This is an optimization exercise on Yosys and OpenROAD, whose aim is small area, a short achievable clock period and few clock cycles, not a production implementation.
Only simulation tests tie the RTL to the original design; equivalence was not proved.
Power is estimated from default activity; no workload was simulated.

==> flow/design.v <==
module rbc_swap_mem (
  input  logic       clk,
  input  logic       rst,
  input  logic       wr_en,
  input  logic [4:0] wr_addr,
  input  logic [4:0] wr_data,
  input  logic [4:0] rd_addr_a,
  output logic [4:0] rd_data_a,
  input  logic [4:0] rd_addr_b,
  output logic [4:0] rd_data_b
);
  logic [4:0] mem [32];
  logic [4:0] d_one, d_zero;
  assign d_one  = wr_data | {5{rst}};
  assign d_zero = wr_data & ~{5{rst}};
  always_ff @(posedge clk) begin
    for (int e = 0; e < 32; e++) begin
      if (rst || (wr_en && wr_addr == 5'(e))) begin
        for (int b = 0; b < 5; b++) begin
          mem[e][b] <= e[b] ? d_one[b] : d_zero[b];
        end
      end
    end
  end
  assign rd_data_a = mem[rd_addr_a];
  assign rd_data_b = mem[rd_addr_b];
endmodule
module rotor_byte_cipher (
  input  logic        clk,
  input  logic        rst,
  input  logic        cfg_we,
  input  logic [1:0]  cfg_index,
  input  logic [59:0] cfg_data,
  input  logic        byte_valid,
  output logic        byte_ready,
  input  logic        restart,
  input  logic [7:0]  data_in,
  output logic        code_valid,
  input  logic        code_ready,
  output logic [7:0]  data_out
);
  logic [159:0] keys;
  logic [4:0] v0, v1, vsum;
  logic [2:0] t0, t1, t2;
  logic       dirty;         
  logic       sweeping;
  logic       sweep_done;    
  logic [4:0] cnt;
  logic [2:0] trk_found, trk_done;
  logic [2:0][2:0] trk_gap;   
  logic       s1_v, s1_wait;
  logic [4:0] s1_d, s1_kv;
  logic [2:0] s1_h;
  logic       s2_v;
  logic [4:0] s2_a;
  logic [2:0] s2_h;
  logic       o1_v;
  logic [7:0] o1_d;
  logic       rdy;
  logic [4:0] key_rd_addr, key_rd, key_part, key0;
  logic [4:0] tab_a, tab_b;
  logic       accept, take, s2_move, s1_move, sweep_step;
  logic [2:0] gsum, tsum;
  logic [2:0] g_found_hit;
  logic [2:0][2:0] gap;       
  logic       s1_v_n, s1_wait_n, s2_v_n, o0_v_n, o1_v_n;
  assign byte_ready = rdy;
  assign accept     = byte_valid && rdy;
  assign take       = code_valid && code_ready;
  assign s2_move    = s2_v && (!o1_v || take);
  assign s1_move    = s1_v && !s1_wait && (!s2_v || s2_move);
  assign sweep_step = sweeping && (!s2_v || !o1_v);
  logic [59:0] cfg_d;
  assign cfg_d = cfg_data & ~{60{rst}};
  always_ff @(posedge clk) begin
    if (rst || (cfg_we && cfg_index == 2'd0)) keys[59:0]    <= cfg_d;
    if (rst || (cfg_we && cfg_index == 2'd1)) keys[119:60]  <= cfg_d;
    if (rst || (cfg_we && cfg_index == 2'd2)) keys[159:120] <= cfg_d[39:0];
  end
  assign key_rd_addr = sweeping ? cnt : vsum;
  assign key_rd      = keys[key_rd_addr*5 +: 5];
  assign key_part    = keys[(5'd31 - cnt)*5 +: 5];
  assign key0        = keys[4:0];
  always_comb begin
    for (int k = 0; k < 3; k++) begin
      gap[k] = trk_done[k] ? trk_gap[k] : 3'd0;
    end
  end
  assign gsum = gap[0] + gap[1] + gap[2];
  assign s1_v_n    = accept || (s1_v && !s1_move);
  assign s1_wait_n = (accept && restart && dirty) || (s1_wait && !sweep_done);
  assign s2_v_n    = s1_move || (s2_v && !s2_move);
  assign o0_v_n    = take ? (o1_v || s2_move) : (code_valid || s2_move);
  assign o1_v_n    = take ? (o1_v && s2_move) : (o1_v || (code_valid && s2_move));
  assign tsum = t0 + t1 + t2;
  rbc_swap_mem u_swap_mem (
    .clk       (clk),
    .rst       (rst),
    .wr_en     (sweep_step),
    .wr_addr   (key_rd),
    .wr_data   (key_part),
    .rd_addr_a (s1_d),
    .rd_data_a (tab_a),
    .rd_addr_b (s2_a),
    .rd_data_b (tab_b)
  );
  always_comb begin
    for (int k = 0; k < 3; k++) begin
      g_found_hit[k] = (key_rd == 5'(k)) || (key_rd == 5'(31 - k));
    end
  end
  always_ff @(posedge clk) begin
    if (rst) begin
      dirty      <= 1'b1;
      sweeping   <= 1'b0;
      sweep_done <= 1'b0;
      s1_v       <= 1'b0;
      s1_wait    <= 1'b0;
      s2_v       <= 1'b0;
      code_valid <= 1'b0;
      o1_v       <= 1'b0;
      rdy        <= 1'b1;
      v0         <= '0;
      v1         <= '0;
      vsum       <= '0;
      t0         <= '0;
      t1         <= '0;
      t2         <= '0;
    end else begin
      if (take) begin
        if (o1_v) begin
          data_out <= o1_d;
          o1_v     <= s2_move;
          o1_d     <= {s2_h, tab_b};
        end else begin
          code_valid <= s2_move;
          data_out   <= {s2_h, tab_b};
        end
      end else if (s2_move) begin
        if (!code_valid) begin
          code_valid <= 1'b1;
          data_out   <= {s2_h, tab_b};
        end else begin
          o1_v <= 1'b1;
          o1_d <= {s2_h, tab_b};
        end
      end
      if (s1_move) begin
        s2_v <= 1'b1;
        s2_a <= tab_a + s1_kv;
        s2_h <= s1_h;
      end else if (s2_move) begin
        s2_v <= 1'b0;
      end
      if (accept) begin
        s1_v <= 1'b1;
        s1_d <= data_in[4:0];
        if (restart) begin
          s1_kv <= key0;
          v0    <= 5'd1;
          v1    <= 5'd0;
          vsum  <= 5'd1;
          if (dirty) begin
            s1_wait  <= 1'b1;
            sweeping <= 1'b1;
            cnt      <= '0;
            trk_found <= '0;
            trk_done  <= '0;
            trk_gap   <= '0;
            s1_h     <= data_in[7:5];
          end else begin
            s1_h <= data_in[7:5] + gsum;
            t0   <= gap[0] + 3'd1;
            t1   <= gap[1] + 3'(gap[0] == 3'd7);
            t2   <= gap[2] + 3'(gap[0] == 3'd7 && gap[1] == 3'd7);
          end
        end else begin
          s1_kv <= key_rd;
          s1_h  <= data_in[7:5] + tsum;
          v0    <= v0 + 5'd1;
          v1    <= v1 + 5'(v0 == 5'd31);
          vsum  <= vsum + 5'd1 + 5'(v0 == 5'd31) + 5'(v0 == 5'd31 && v1 == 5'd31);
          t0    <= t0 + 3'd1;
          t1    <= t1 + 3'(t0 == 3'd7);
          t2    <= t2 + 3'(t0 == 3'd7 && t1 == 3'd7);
        end
      end else if (s1_move) begin
        s1_v <= 1'b0;
      end
      if (sweep_step) begin
        cnt <= cnt + 5'd1;
        for (int k = 0; k < 3; k++) begin
          if (trk_found[k] && !trk_done[k]) begin
            trk_gap[k] <= trk_gap[k] + 3'd1;
          end
          if (g_found_hit[k]) begin
            trk_found[k] <= 1'b1;
            if (trk_found[k]) begin
              trk_done[k] <= 1'b1;
            end
          end
        end
        if (cnt == 5'd31) begin
          sweeping   <= 1'b0;
          sweep_done <= 1'b1;
        end
      end
      if (sweep_done) begin
        sweep_done <= 1'b0;
        dirty      <= 1'b0;
        s1_wait    <= 1'b0;
        s1_h       <= s1_h + gsum;
        t0         <= gap[0] + 3'd1;
        t1         <= gap[1] + 3'(gap[0] == 3'd7);
        t2         <= gap[2] + 3'(gap[0] == 3'd7 && gap[1] == 3'd7);
      end
      if (cfg_we && cfg_index != 2'd3) begin
        dirty <= 1'b1;
      end
      rdy <= !(s1_v_n && s2_v_n && o0_v_n && o1_v_n) && !s1_wait_n;
    end
  end
endmodule
==> flow/run.sh <==
#!/bin/bash
# synth_recipe.tcl (not shown) runs the flow's synth.tcl, then flattens the netlist and writes it again
# the make line also repeats each setting of config.mk as NAME=value (left out here)
make -C /OpenROAD-flow-scripts/flow DESIGN_CONFIG=/design/flow/config.mk WORK_HOME=/design/flow/orfs CLKGATE_MAP_FILE= SYNTH_SCRIPT=/design/flow/synth_recipe.tcl finish
==> flow/config.mk <==
export PLATFORM = sky130hd
export DESIGN_NAME = rotor_byte_cipher
export DESIGN_NICKNAME = rotor_byte_cipher
export VERILOG_FILES = /design/flow/design.v
export SDC_FILE = /design/flow/constraint.sdc
export NUM_CORES = 4
export LEC_CHECK = 0
export ABC_CLOCK_PERIOD_IN_PS = 3000
export CAP_MARGIN = 20
export CORE_MARGIN = 2
export CORE_UTILIZATION = 40
export PLACE_DENSITY = 0.6
export SETUP_SLACK_MARGIN = 2.9
export SLEW_MARGIN = 20
==> flow/constraint.sdc <==
create_clock -name core_clock -period 6.0 [get_ports {clk}]
set_input_delay 1.2000 -clock core_clock [delete_from_list [all_inputs] [get_ports {clk}]]
set_output_delay 1.2000 -clock core_clock [all_outputs]
set_load 0.01 [all_outputs]
==> summary.md, run 1 <==
| Metric | Value |
|---|---|
| Outcome | timing/DRC/antenna clean |
| I/O Buffers | 85 |
| Final #Nets | between 2000 and 2500 |
| Final worst slack | 2350 ps |
| Synth Area per Inst | 12.1 µm² |
| Synth-to-Final Area Change | 30.3% |
| Worst VDD drop | 0.000237 V |
| CTS Buffer Depth | 3 |
| CP Launch Type | flop |
| Post-synth top area cell | edfxtp_1 |
| Fin Hold WS | 462 ps |
| CP most frequent cell | buf_6 |
| Main area contributors after synthesis | edfxtp_1, mux4_2, mux2i_1 |
| Worst R2R Setup Slack | around 2400 ps |
| Worst-Margin Slew | 1080 ps |
| Post-Route WL | 110000 µm |
| Dpl cell area | 26900 µm² |
| Clk sink count | slightly above 400 |
| Layout cells sized above 1 | 0.327 |
| Pre-CTS setup slack | 1130 ps |
| # H-tree levels | 2 |
| Largest net degree at the start of global routing | 61 |
| Post-synth top area share | 0.453 |
| Core area | 61700 µm² |
| Vias per Instance | a little under 7 |
| Static Leak | 11.7 nW |
| Power density over the cells | 298 nW/µm² |
| DP HPWL | approximately 74000 µm |
| Initial antenna violation count | 2 |
| Crit-path max FO | 5 |
| Distinct cells, synth | 79 |
| Vias in the first global route | 20900 |
| Placer Congestion | 1.09 |
| Final instance area | 32600 µm² |
| CP startpoint | cnt[0] |
| Number of synthesized flops with an enable pin | 377 |
| Final Core Density | 0.528 |
| Fillers | 5253 |
| Iter 0 DRT Violations | 3161 |
| Power, Total | around 10 mW |
| Synth Area in Adders | 0.0279 |
| First-pass DRT Iterations | 6 |
| Slew Limit Fails | 0 |
| YS warnings | 3 |
| Worst R2R End | u_swap_mem.mem[2][3] |
| Final setup violation count | 0 |
| Clock Root Buffer | clkbuf_16 |
| Post-route DRC | 0 |
| Worst-Skew Late Latency | 620 ps |
| DRT antenna net count | 0 |
| Hold/Removal Path Class | reg2reg |
| FP Rows | 91 |
| Crit end category | flop |
| Worst path max stage delay | 560 ps |
| Critical path arrival | 3970 ps |
| First-pass GRT wire length | 156000 µm |
| Final Hold Vio Count | 0 |
| GR Overflow Total | 0 |
| Most common cell in the netlist | edfxtp_1 |
| Combinational family with the most area after synthesis | multiplexers |
| Post-synth ARST share | 0 |
| Number of CTS-inserted buffers | 46 |
| FF-to-FF path depth | 15 |
| Final min period | 3650 ps |
| Top Ports | 86 |
| Critical-path top delay cell | or4_4 |
| Yosys reg bits | 410 |
| Final Non-Filler Cells | ~3200 |
| Crit path to | u_swap_mem.mem[2][3] |
| Clk slew on worst S/H paths | 60 ps |
| Die X | 254 µm |
| CTS tree | built |
| Hold buffers post-CTS | 0 |
| Rel. slew slack | 0.278 |
| Setup TNS | 0 ps |
| Skew final | 35.5 ps |
| FF-to-FF Start | cnt[0] |
| Max Cap Viol | 0 |
| Synth Area in Compound Gates | 0.119 |
| Worst EP required | 6320 ps |
| DR vias | 21400 |
| Synth Area in XOR/XNOR | 0.0123 |
| Synth Cell Area | 25000 µm² |
| Synth Net Count | 2186 |
| Sequential area share after synthesis | 0.479 |
| Simple-Gate Fraction of Synth Area | 0.118 |
| Wire length per cell | 34.6 µm |
| Die Ht | 254 µm |
| Gr usage total | 0.340 |
| Mux share of post-synthesis cell area | 0.207 |
| Fmax achieved | around 270 MHz |
| Die Footprint | 64500 µm² |
| RSZ-0062 raised after global routing | yes |
| Worst-path cell chain | buf_6, buf_6, buf_6, buf_16, mux2_8, buf_6, buf_12, nand2_4, nand3_4, nand4_1, nand4_1, buf_4, a21o_4, or4_4, nand2_8 |
| Initial Utilization | 0.405 |
| Placed cell count | about 2900 |
| Critical path type | reg2reg |
| Final Cycle Share | 0.608 |
| Most used DFF post-synth | edfxtp_1 |
| Synth top cells by count | edfxtp_1, nand2_1, mux4_2, mux2i_1 |
| Post-Synthesis Cells | around 2000 |
## sequential cells by signal (all words and copies together) (netlist names), 5 cells and up
signal	flops
vsum	5
cnt	5
s1_kv	5
o1_d	8
v0	5
trk_gap	9
u_swap_mem.mem	160
keys	160
v1	5
s1_d	5
data_out	8
s2_a	5
## cells by family (layout without fill, tap and decap cells)
logic type	after synthesis	in the layout
mux	308	312
buf+inv	207	487
fa+ha+maj	50	50
xor+xnor	35	36
other cells	0	1
flops	410	410
compound gates	431	431
simple gates	620	625
## critical path: cells and delay by family, from the launching register on
kind / cells / cell delay [ps]
AO/OA/AOI/OAI: 1 / 200
buffers and inverters: 7 / 1000
flip-flops: 1 / 460
multiplexers: 1 / 340
AND/OR/NAND/NOR: 6 / 1340
## where the power goes
group	switching, mW	internal, mW
Sequential	0.464	3.55
Clock	1.24	1.74
Combinational	1.47	1.25
## how the worst min path moves through the flow
| stage | from | endpoint | cells after the start |
|---|---|---|---|
| 2_1_floorplan | s2_h[0] | o1_d[5] | 0 |
| 3_3_place_gp | s2_h[0] | o1_d[5] | 0 |
| 3_5_place_dp | s2_h[2] | o1_d[7] | 0 |
| 4_1_cts | s2_h[2] | o1_d[7] | 0 |
| 5_1_grt | s2_h[2] | o1_d[7] | 0 |
| 6_report | v0[4] | v0[4] | 2 |
## final cells by class
cell class	instances	area, µm²	share of cell area
clock buffer	54	1190	0.0365
timing repair buffer	350	3980	0.122
antenna	1	2.50	0.0000768
clock inverter	30	393	0.0121
multi-input combinational	1454	13800	0.422
inverter	53	235	0.00722
tap	837	1050	0.0321
sequential	410	12000	0.368
## layout by cell type, fill, tap and decap left out, types with 54 or more instances in the layout
cell,synthesis,final
o21ai_0,95,60
edfxtp_1,377,377
nor2b_1,77,72
clkdlybuf4s50_1,0,82
nand3_1,73,57
a21oi_1,66,58
mux2i_1,103,91
nor2_1,95,81
mux4_2,162,162
buf_6,4,54
nand2_1,253,234
buf_4,16,153
## per-layer routing
metal | wire [µm] | up-vias | GRT usage | part of all wire
met5 | 0 | - | 0 | 0
met4 | 10400 | 0 | 0.249 | 0.094
met3 | 11300 | 500 | 0.0796 | 0.10
met2 | 49700 | 1608 | 0.535 | 0.45
met1 | 39000 | 10700 | 0.410 | 0.35
li1 | - | 8641 | - | -
## repair_timing
item,in CTS,in global routing
resized for setup,312,108
gates cloned,27,3
setup endpoints to repair,344,337
pin swaps,75,71
buffers inserted,142,48
Testbench counts, summed over its fixed seeds: cycles 12,417.
==> run 2, diff against run 1 <==
--- a/flow/config.mk
+++ b/flow/config.mk
@@ -5,10 +5,10 @@
 export SDC_FILE = /design/flow/constraint.sdc
 export NUM_CORES = 4
 export LEC_CHECK = 0
-export ABC_CLOCK_PERIOD_IN_PS = 3000
+export ABC_CLOCK_PERIOD_IN_PS = 2500
 export CAP_MARGIN = 20
 export CORE_MARGIN = 2
 export CORE_UTILIZATION = 40
 export PLACE_DENSITY = 0.6
-export SETUP_SLACK_MARGIN = 2.9
+export SETUP_SLACK_MARGIN = 3.4
 export SLEW_MARGIN = 20
==> summary.md, run 2 <==
| Metric | Value |
|---|---|
| Fmax achieved | 284 MHz (was 274 MHz) |
| Commonest non-fill, non-tap cells in the layout | edfxtp_1, nand2_1, buf_4 (was edfxtp_1, nand2_1, mux4_2) |
| Rel. slew slack | 0.314 (was 0.278) |
| Synth Cell Area | 25000 µm² (unchanged) |
| FF-to-FF path depth | 13 (was 15) |
| Critical path arrival | 3800 ps (was 3970 ps) |
| Number of synthesized flops with an enable pin | 377 (unchanged) |
| Post-synth top area cell | edfxtp_1 (unchanged) |
| Power density over the cells | 287 nW/µm² (was 298 nW/µm²) |
| DR vias | 21700 (was 21400) |
| Main area contributors after synthesis | edfxtp_1, mux4_2, mux2i_1 (unchanged) |
| Static Leak | 12.2 nW (was 11.7 nW) |
| Worst R2R Setup Slack | 2480 ps (was 2350 ps) |
| First-pass DRT Iterations | 6 (unchanged) |
| DP HPWL | 72100 µm (was 73500 µm) |
| CP startpoint | cnt[3] (was cnt[0]) |
| Final Core Density | 0.546 (was 0.528) |
| Core area | 61700 µm² (unchanged) |
| Met3 wire length | 11600 µm (was 11300 µm) |
| I/O Buffers | 85 (unchanged) |
| Worst-path cell chain | inv_2, ha_4, ha_4, inv_2, fa_2, buf_6, xnor2_4, buf_6, mux2_4, mux4_2, nand4_1, o2111ai_4, nand2b_4 (was buf_6, buf_6, buf_6, buf_16, mux2_8, buf_6, buf_12, nand2_4, nand3_4, nand4_1, nand4_1, buf_4, a21o_4, or4_4, nand2_8) |
| Ant. Diodes | 0 (was 1) |
| # H-tree levels | 2 (unchanged) |
| Final min period | 3520 ps (was 3650 ps) |
| Synth-to-Final Area Change | 34.7% (was 30.3%) |
| Worst VDD drop | 0.000241 V (was 0.000237 V) |
| Biggest regs | keys (160), u_swap_mem.mem (160), trk_gap (9) (unchanged) |
| Gr usage total | 0.340 (about the same) |
| Hold buffers post-CTS | 0 (unchanged) |
| Critical-path top delay cell | mux4_2 (was or4_4) |
| Final #Nets | 2502 (was 2440) |
| Top Layer Used | met4 (unchanged) |
| Met2 routed WL | 50300 µm (was 49700 µm) |
| WL met1 | 39700 µm (was 39000 µm) |
| Outcome | timing/DRC/antenna clean (unchanged) |
| CTS tree | built (unchanged) |
| Worst-Skew Late Latency | 630 ps (was 620 ps) |
| CP Launch Type | flop (unchanged) |
| Clock Root Buffer | clkbuf_16 (unchanged) |
| First-pass GRT wire length | 155000 µm (was 156000 µm) |
| Synth top cells by count | edfxtp_1, nand2_1, mux4_2, mux2i_1 (unchanged) |
| Worst path bufs/invs | 4 (was 7) |
| Largest net degree at the start of global routing | 62 (was 61) |
| Final Hold Vio Count | 0 (unchanged) |
| Post-route DRC | 0 (unchanged) |
| WP depth | 13 (was 15) |
| Final instance area | 33700 µm² (was 32600 µm²) |
| Critical path type | reg2reg (unchanged) |
| Clk sink count | 410 (unchanged) |
| Crit end category | flop (unchanged) |
| Final Cycle Share | 0.586 (was 0.608) |
| WHS Endpoint | o1_d[7] (was v0[4]) |
| Leading cell type in the layout, fill and taps excluded | edfxtp_1 (unchanged) |
| Die Ht | 254 µm (unchanged) |
| Final Non-Filler Cells | 3249 (was 3189) |
| Worst EP required | 6280 ps (was 6320 ps) |
| Placer Congestion | 1.02 (was 1.09) |
| Iter 0 DRT Violations | 3050 (was 3161) |
| Hold Startpoint | s2_h[2] (was v0[4]) |
| FP Rows | 91 (unchanged) |
| Synth Area per Inst | 12.1 µm² (unchanged) |
| Placed cell count | 2874 (was 2884) |
| Die X | 254 µm (unchanged) |
| Synth Net Count | 2186 (unchanged) |
| YS warnings | 3 (unchanged) |
| Post-synth top area share | 0.453 (unchanged) |
| Vias per Instance | 6.69 (was 6.72) |
| Worst-Margin Slew | 1030 ps (was 1080 ps) |
| Sequential area share after synthesis | 0.479 (unchanged) |
| Top Ports | 86 (unchanged) |
| Setup TNS | 0 ps (unchanged) |
| CTS Buffer Depth | 3 (unchanged) |
| Post-Synthesis Cells | 2061 (unchanged) |
| Slew Limit Fails | 0 (unchanged) |
| GR Overflow Total | 0 (unchanged) |
| RSZ-0062 raised after global routing | yes (unchanged) |
| Crit-path max FO | 8 (was 5) |
| Skew final | 39.7 ps (was 35.5 ps) |
| Worst path max stage delay | 460 ps (was 560 ps) |
| Post-synth ARST share | 0 (unchanged) |
| Most used DFF post-synth | edfxtp_1 (unchanged) |
| Dpl cell area | 26800 µm² (was 26900 µm²) |
| DRT antenna net count | 0 (unchanged) |
| Distinct cells, synth | 79 (unchanged) |
| FF-to-FF Start | cnt[3] (was cnt[0]) |
| Max Cap Viol | 0 (unchanged) |
| Layout cells sized above 1 | 0.374 (was 0.327) |
| Hold/Removal Path Class | reg2reg (unchanged) |
| Initial antenna violation count | 1 (was 2) |
| Yosys reg bits | 410 (unchanged) |
| Initial Utilization | 0.405 (unchanged) |
| Worst R2R End | u_swap_mem.mem[17][4] (was u_swap_mem.mem[2][3]) |
| Vias in the first global route | 21000 (was 20900) |
| Number of CTS-inserted buffers | 45 (was 46) |
| Family with the most delay on the worst path | adder cells (was simple AND/OR/NAND/NOR gates) |
| Most common cell in the netlist | edfxtp_1 (unchanged) |
| Clk slew on worst S/H paths | 60 ps (about the same) |
| Final setup violation count | 0 (unchanged) |
| Wire length per cell | 34.6 µm (about the same) |
| Post-Route WL | 112000 µm (was 110000 µm) |
| Hold depth | 0 (was 2) |
| Die Footprint | 64500 µm² (unchanged) |
[run 2: cell counts after synthesis]
Identical to the previous run, type by type.
[run 2: routing by layer]
| metal | vias to the layer above | track usage |
|---|---|---|
| met5 | - | 0 |
| met4 | 0 | 0.243 |
| met3 | 529 | 0.0889 |
| met2 | 1592 | 0.530 |
| met1 | 10800 | 0.410 |
| li1 | 8781 | - |
[run 2: power breakdown]
part	leakage, nW	internal [mW]	total [mW]	switching, mW
combinational	7.48	1.30	2.80	1.50
sequential	3.94	3.55	4.01	0.468
clock	0.747	1.62	2.84	1.23
[run 2: worst reg2reg max path, stage by stage (launching register included)]
cell and delay (ps):
edfxtp_1 380, inv_2 70, ha_4 270, ha_4 120
inv_2 40, fa_2 450, buf_6 160, xnor2_4 190
buf_6 150, mux2_4 300, mux4_2 460, nand4_1 150
o2111ai_4 180, nand2b_4 280
[run 2: cells by family after synthesis]
group	after synthesis	share of synthesized area
DFF	410	0.479
and+or+nand+nor	620	0.118
adders and majority gates	50	0.0279
muxes	308	0.207
AOI/OAI and AO/OA	431	0.119
buffers and inverters	207	0.0364
xor gates and xnor gates	35	0.0123
[run 2: cell type report]
| type | instances | area (µm²) |
|---|---|---|
| clock buffers | 53 | 1200 |
| multi-input cells | 1457 | 14200 |
| fillers | 5186 | 28000 |
| flip-flops and latches | 410 | 12000 |
| repair buffers | 410 | 4690 |
| well taps | 837 | 1050 |
| inverters | 53 | 226 |
| clock inverters | 29 | 309 |
[run 2: timing repair]
action,4_1_cts,5_1_grt
setup endpoints to repair,527,426
gates cloned,25,12
buffers inserted,190,66
gates resized for setup,410,170
pin swaps,89,94
[run 2: worst max path at each step]
stage | end | slack [ps]
CTS | u_swap_mem.mem[9][0] | 2480
global placement | u_swap_mem.mem[22][3] | 840
global route | u_swap_mem.mem[16][4] | 2400
detailed placement | u_swap_mem.mem[22][3] | 890
finish | u_swap_mem.mem[17][4] | 2480
floorplan | u_swap_mem.mem[11][0] | 2170
[run 2: stage by stage]
step | power (mW) | hold WS (ps) | setup WS (ps)
final | 9.66 | 456 | 2480
after global routing | 9.88 | 459 | 2400
after CTS | 9.28 | 455 | 2480
after detailed placement | 5.83 | 438 | 888
after global placement | 5.84 | 439 | 839
after floorplan | 5.00 | 420 | 2170
==> run 3, diff against run 2 <==
--- a/flow/config.mk
+++ b/flow/config.mk
@@ -5,10 +5,8 @@
 export SDC_FILE = /design/flow/constraint.sdc
 export NUM_CORES = 4
 export LEC_CHECK = 0
-export ABC_CLOCK_PERIOD_IN_PS = 2500
 export CAP_MARGIN = 20
 export CORE_MARGIN = 2
 export CORE_UTILIZATION = 40
 export PLACE_DENSITY = 0.6
-export SETUP_SLACK_MARGIN = 3.4
 export SLEW_MARGIN = 20
==> summary.md, run 3 <==
| Metric | Value |
|---|---|
| Dpl cell area | 26800 µm² (about the same) |
| Synth Net Count | 2186 (unchanged) |
| Skew final | 32.5 ps (was 39.7 ps) |
| Synth Cell Area | 25000 µm² (unchanged) |
| Largest net degree at the start of global routing | 140 (was 62) |
| CTS Buffer Depth | 3 (unchanged) |
| Hold buffers post-CTS | 0 (unchanged) |
| Fillers | 5649 (was 5186) |
| Post-synth top area share | 0.453 (unchanged) |
| Internal power | 6.06 mW (was 6.46 mW) |
| Wire length per cell | 33.1 µm (was 34.6 µm) |
| YS warnings | 3 (unchanged) |
| Commonest non-fill, non-tap cells in the layout | edfxtp_1, nand2_1, mux4_2 (was edfxtp_1, nand2_1, buf_4) |
| Power density over the cells | 311 nW/µm² (was 287 nW/µm²) |
| Die Ht | 254 µm (unchanged) |
| Placer Congestion | 1.06 (was 1.02) |
| Most common cell in the netlist | edfxtp_1 (unchanged) |
| Critical path arrival | 5480 ps (was 3800 ps) |
| Flop pwr share | 0.457 (was 0.416) |
| DRT antenna net count | 0 (unchanged) |
| Hold depth | 0 (unchanged) |
| Crit path to | u_swap_mem.mem[24][2] (was u_swap_mem.mem[17][4]) |
| Synth-to-Final Area Change | 13.4% (was 34.7%) |
| Yosys reg bits | 410 (unchanged) |
| Sequential area share after synthesis | 0.479 (unchanged) |
| Post-synth top area cell | edfxtp_1 (unchanged) |
| Vias in the first global route | 19000 (was 21000) |
| Fin Hold WS | 460 ps (was 456 ps) |
| Layout cells sized above 1 | 0.173 (was 0.374) |
| Post-CTS setup buffers | 0 (was 190) |
| Post_cts resized | 0 (was 410) |
| CP startpoint | sweeping (was cnt[3]) |
| WL met1 | 36200 µm (was 39700 µm) |
| Slew Limit Fails | 0 (unchanged) |
| Crit-path max FO | 19 (was 8) |
| DP HPWL | 74300 µm (was 72100 µm) |
| Synth top cells by count | edfxtp_1, nand2_1, mux4_2, mux2i_1 (unchanged) |
| Most used DFF post-synth | edfxtp_1 (unchanged) |
| Initial Utilization | 0.405 (unchanged) |
| Worst EP required | 6220 ps (was 6280 ps) |
| Combinational share of power | 0.207 (was 0.290) |
| Crit end category | flop (unchanged) |
| Synth Area per Inst | 12.1 µm² (unchanged) |
| Die X | 254 µm (unchanged) |
| Core area | 61700 µm² (unchanged) |
| Power, Total | 8.81 mW (was 9.66 mW) |
| Final min period | 5270 ps (was 3520 ps) |
| Iter 0 DRT Violations | 2586 (was 3050) |
| Clock Root Buffer | clkbuf_16 (unchanged) |
| WP depth | 9 (was 13) |
| Post-Synthesis Cells | 2061 (unchanged) |
| Worst VDD drop | 0.000202 V (was 0.000241 V) |
| Die Footprint | 64500 µm² (unchanged) |
| Final Cycle Share | 0.878 (was 0.586) |
| Worst R2R Setup Slack | 730 ps (was 2480 ps) |
| Final instance area | 28400 µm² (was 33700 µm²) |
| Max Cap Viol | 0 (unchanged) |
| Critical-path top delay cell | mux2i_4 (was mux4_2) |
| First-pass DRT Iterations | 6 (unchanged) |
| DR vias | 19600 (was 21700) |
| Ant. Diodes | 0 (unchanged) |
| Static Leak | 9.90 nW (was 12.2 nW) |
| Final #Nets | 2227 (was 2502) |
| CTS tree | built (unchanged) |
| FF-to-FF Start | sweeping (was cnt[3]) |
| Number of synthesized flops with an enable pin | 377 (unchanged) |
| Final setup violation count | 0 (unchanged) |
| Worst-Margin Slew | 1100 ps (was 1030 ps) |
| Clk slew on worst S/H paths | 60 ps (about the same) |
| GR Overflow Total | 0 (unchanged) |
| First-pass GRT wire length | 139000 µm (was 155000 µm) |
| RSZ-0062 raised after global routing | no (was yes) |
| Worst R2R End | u_swap_mem.mem[24][2] (was u_swap_mem.mem[17][4]) |
| Top Layer Used | met4 (unchanged) |
| Worst-Skew Late Latency | 610 ps (was 630 ps) |
| Family with the most delay on the worst path | simple AND/OR/NAND/NOR gates (was adder cells) |
| Met2 routed WL | 45700 µm (was 50300 µm) |
| Main area contributors after synthesis | edfxtp_1, mux4_2, mux2i_1 (unchanged) |
| Fmax achieved | 190 MHz (was 284 MHz) |
| Sw Pwr | 2.76 mW (was 3.20 mW) |
| I/O Buffers | 85 (unchanged) |
| Distinct cells, synth | 79 (unchanged) |
| Worst path max stage delay | 950 ps (was 460 ps) |
| Outcome | timing/DRC/antenna clean (unchanged) |
| Worst path bufs/invs | 1 (was 4) |
| Final Hold Vio Count | 0 (unchanged) |
| Vias per Instance | 6.60 (was 6.69) |
| # H-tree levels | 2 (unchanged) |
| Post-Route WL | 98600 µm (was 112000 µm) |
| Top Ports | 86 (unchanged) |
| Initial antenna violation count | 0 (was 1) |
| Critical path type | reg2reg (unchanged) |
| Rel. slew slack | 0.250 (was 0.314) |
| Clk pwr share | 0.336 (was 0.295) |
| Met3 wire length | 8740 µm (was 11600 µm) |
| Sw Share | 0.313 (was 0.331) |
| Number of CTS-inserted buffers | 45 (unchanged) |
| Clk sink count | 410 (unchanged) |
| Worst-path cell chain | buf_4, mux2i_4, and2_1, a32oi_1, nand3_1, nand4_1, nor2_1, nand2_1, o21ai_0 (was inv_2, ha_4, ha_4, inv_2, fa_2, buf_6, xnor2_4, buf_6, mux2_4, mux4_2, nand4_1, o2111ai_4, nand2b_4) |
| Leading cell type in the layout, fill and taps excluded | edfxtp_1 (unchanged) |
| Post-synth ARST share | 0 (unchanged) |
| Post-route DRC | 0 (unchanged) |
| Biggest regs | keys (160), u_swap_mem.mem (160), trk_gap (9) (unchanged) |
| Gr usage total | 0.304 (was 0.340) |
| FP Rows | 91 (unchanged) |
| Hold/Removal Path Class | reg2reg (unchanged) |
| CP Launch Type | flop (unchanged) |
| FF-to-FF path depth | 9 (was 13) |
run 3: cell counts after synthesis:
Identical to the previous run, type by type.
run 3: how the worst min path moves through the flow:
stage             from      end  slack (ps)
2_1_floorplan  s2_h[0]  o1_d[5]         420
3_3_place_gp     v0[4]    v0[4]         450
3_5_place_dp   s2_h[1]  o1_d[6]         440
4_1_cts        s2_h[1]  o1_d[6]         460
5_1_grt        s2_h[1]  o1_d[6]         470
6_report       s2_h[1]  o1_d[6]         460
run 3: cells by family after synthesis:
family,count (synthesis),synth area share
fa+ha+maj,50,0.0279
mux,308,0.207
compound gates,431,0.119
buf+inv,207,0.0364
xor+xnor,35,0.0123
simple gates,620,0.118
flops,410,0.479
run 3: per-stage QoR:
stage	instances	utilization	worst slack, ps	TNS (ps)
6_report	2974	0.460	733	0
3_3_place_gp	2892	0.434	872	0
3_5_place_dp	2892	0.434	857	0
4_1_cts	2974	0.460	857	0
5_1_grt	2974	0.460	672	0
2_1_floorplan	2061	-	-129	-15530
run 3: layer usage:
layer / vias to the layer above / GRT usage
met4: 0 / 0.209
met1: 9784 / 0.375
met5: - / 0
met3: 368 / 0.0590
li1: 8188 / -
met2: 1298 / 0.482
run 3: layout make-up:
type / instances / area [µm²] / share of cell area
clock inverters: 31 / 414 / 0.0146
inverters: 53 / 199 / 0.00702
flip-flops and latches: 410 / 12000 / 0.423
multi-input cells: 1444 / 12200 / 0.431
well taps: 837 / 1050 / 0.0369
clock buffers: 51 / 1160 / 0.0409
repair buffers: 148 / 1350 / 0.0475
run 3: power groups by stage:
stage | Clock [mW] | Combinational (mW) | Sequential [mW]
floorplan | 0 | 1.20 | 3.75
global placement | 0 | 1.79 | 4.07
detailed placement | 0 | 1.79 | 4.05
CTS | 3.01 | 1.80 | 3.99
global route | 3.11 | 1.94 | 4.02
finish | 2.96 | 1.83 | 4.03

static timing again, ports no longer ideal:
The flow's constraints put no driver on any port. The routed layouts listed below were extracted and timed again, unchanged, in two steps.
Step 1 sets driving cells, clkbuf_16 on the clock port and buf_2 on the other inputs (assumed; they add their load-dependent delay and slew).
Step 2, shift: input delay + t, output delay - t, t = (earliest + latest rising clock arrival at the registers) / 2. This alone moves slack from input paths to output paths.
a / b / c = ideal / step 1 / step 2; a / b = the first two.
| run | t (ns) | setup slack, ns | latest minus earliest clock arrival (ns) |
|---|---|---|---|
| run 1 | 0.661 | 2.350 / 2.350 / 2.040 | 0.037 / 0.037 |
| run 2 | 0.677 | 2.485 / 2.485 / 2.191 | 0.040 / 0.040 |
| run 3 | 0.655 | 0.733 / 0.733 / 0.733 | 0.035 / 0.035 |
After both steps every run listed still meets setup and hold. The setup slack of run 1, which loses most, moves by 0.000 ns with the drivers and by -0.310 ns with both steps.
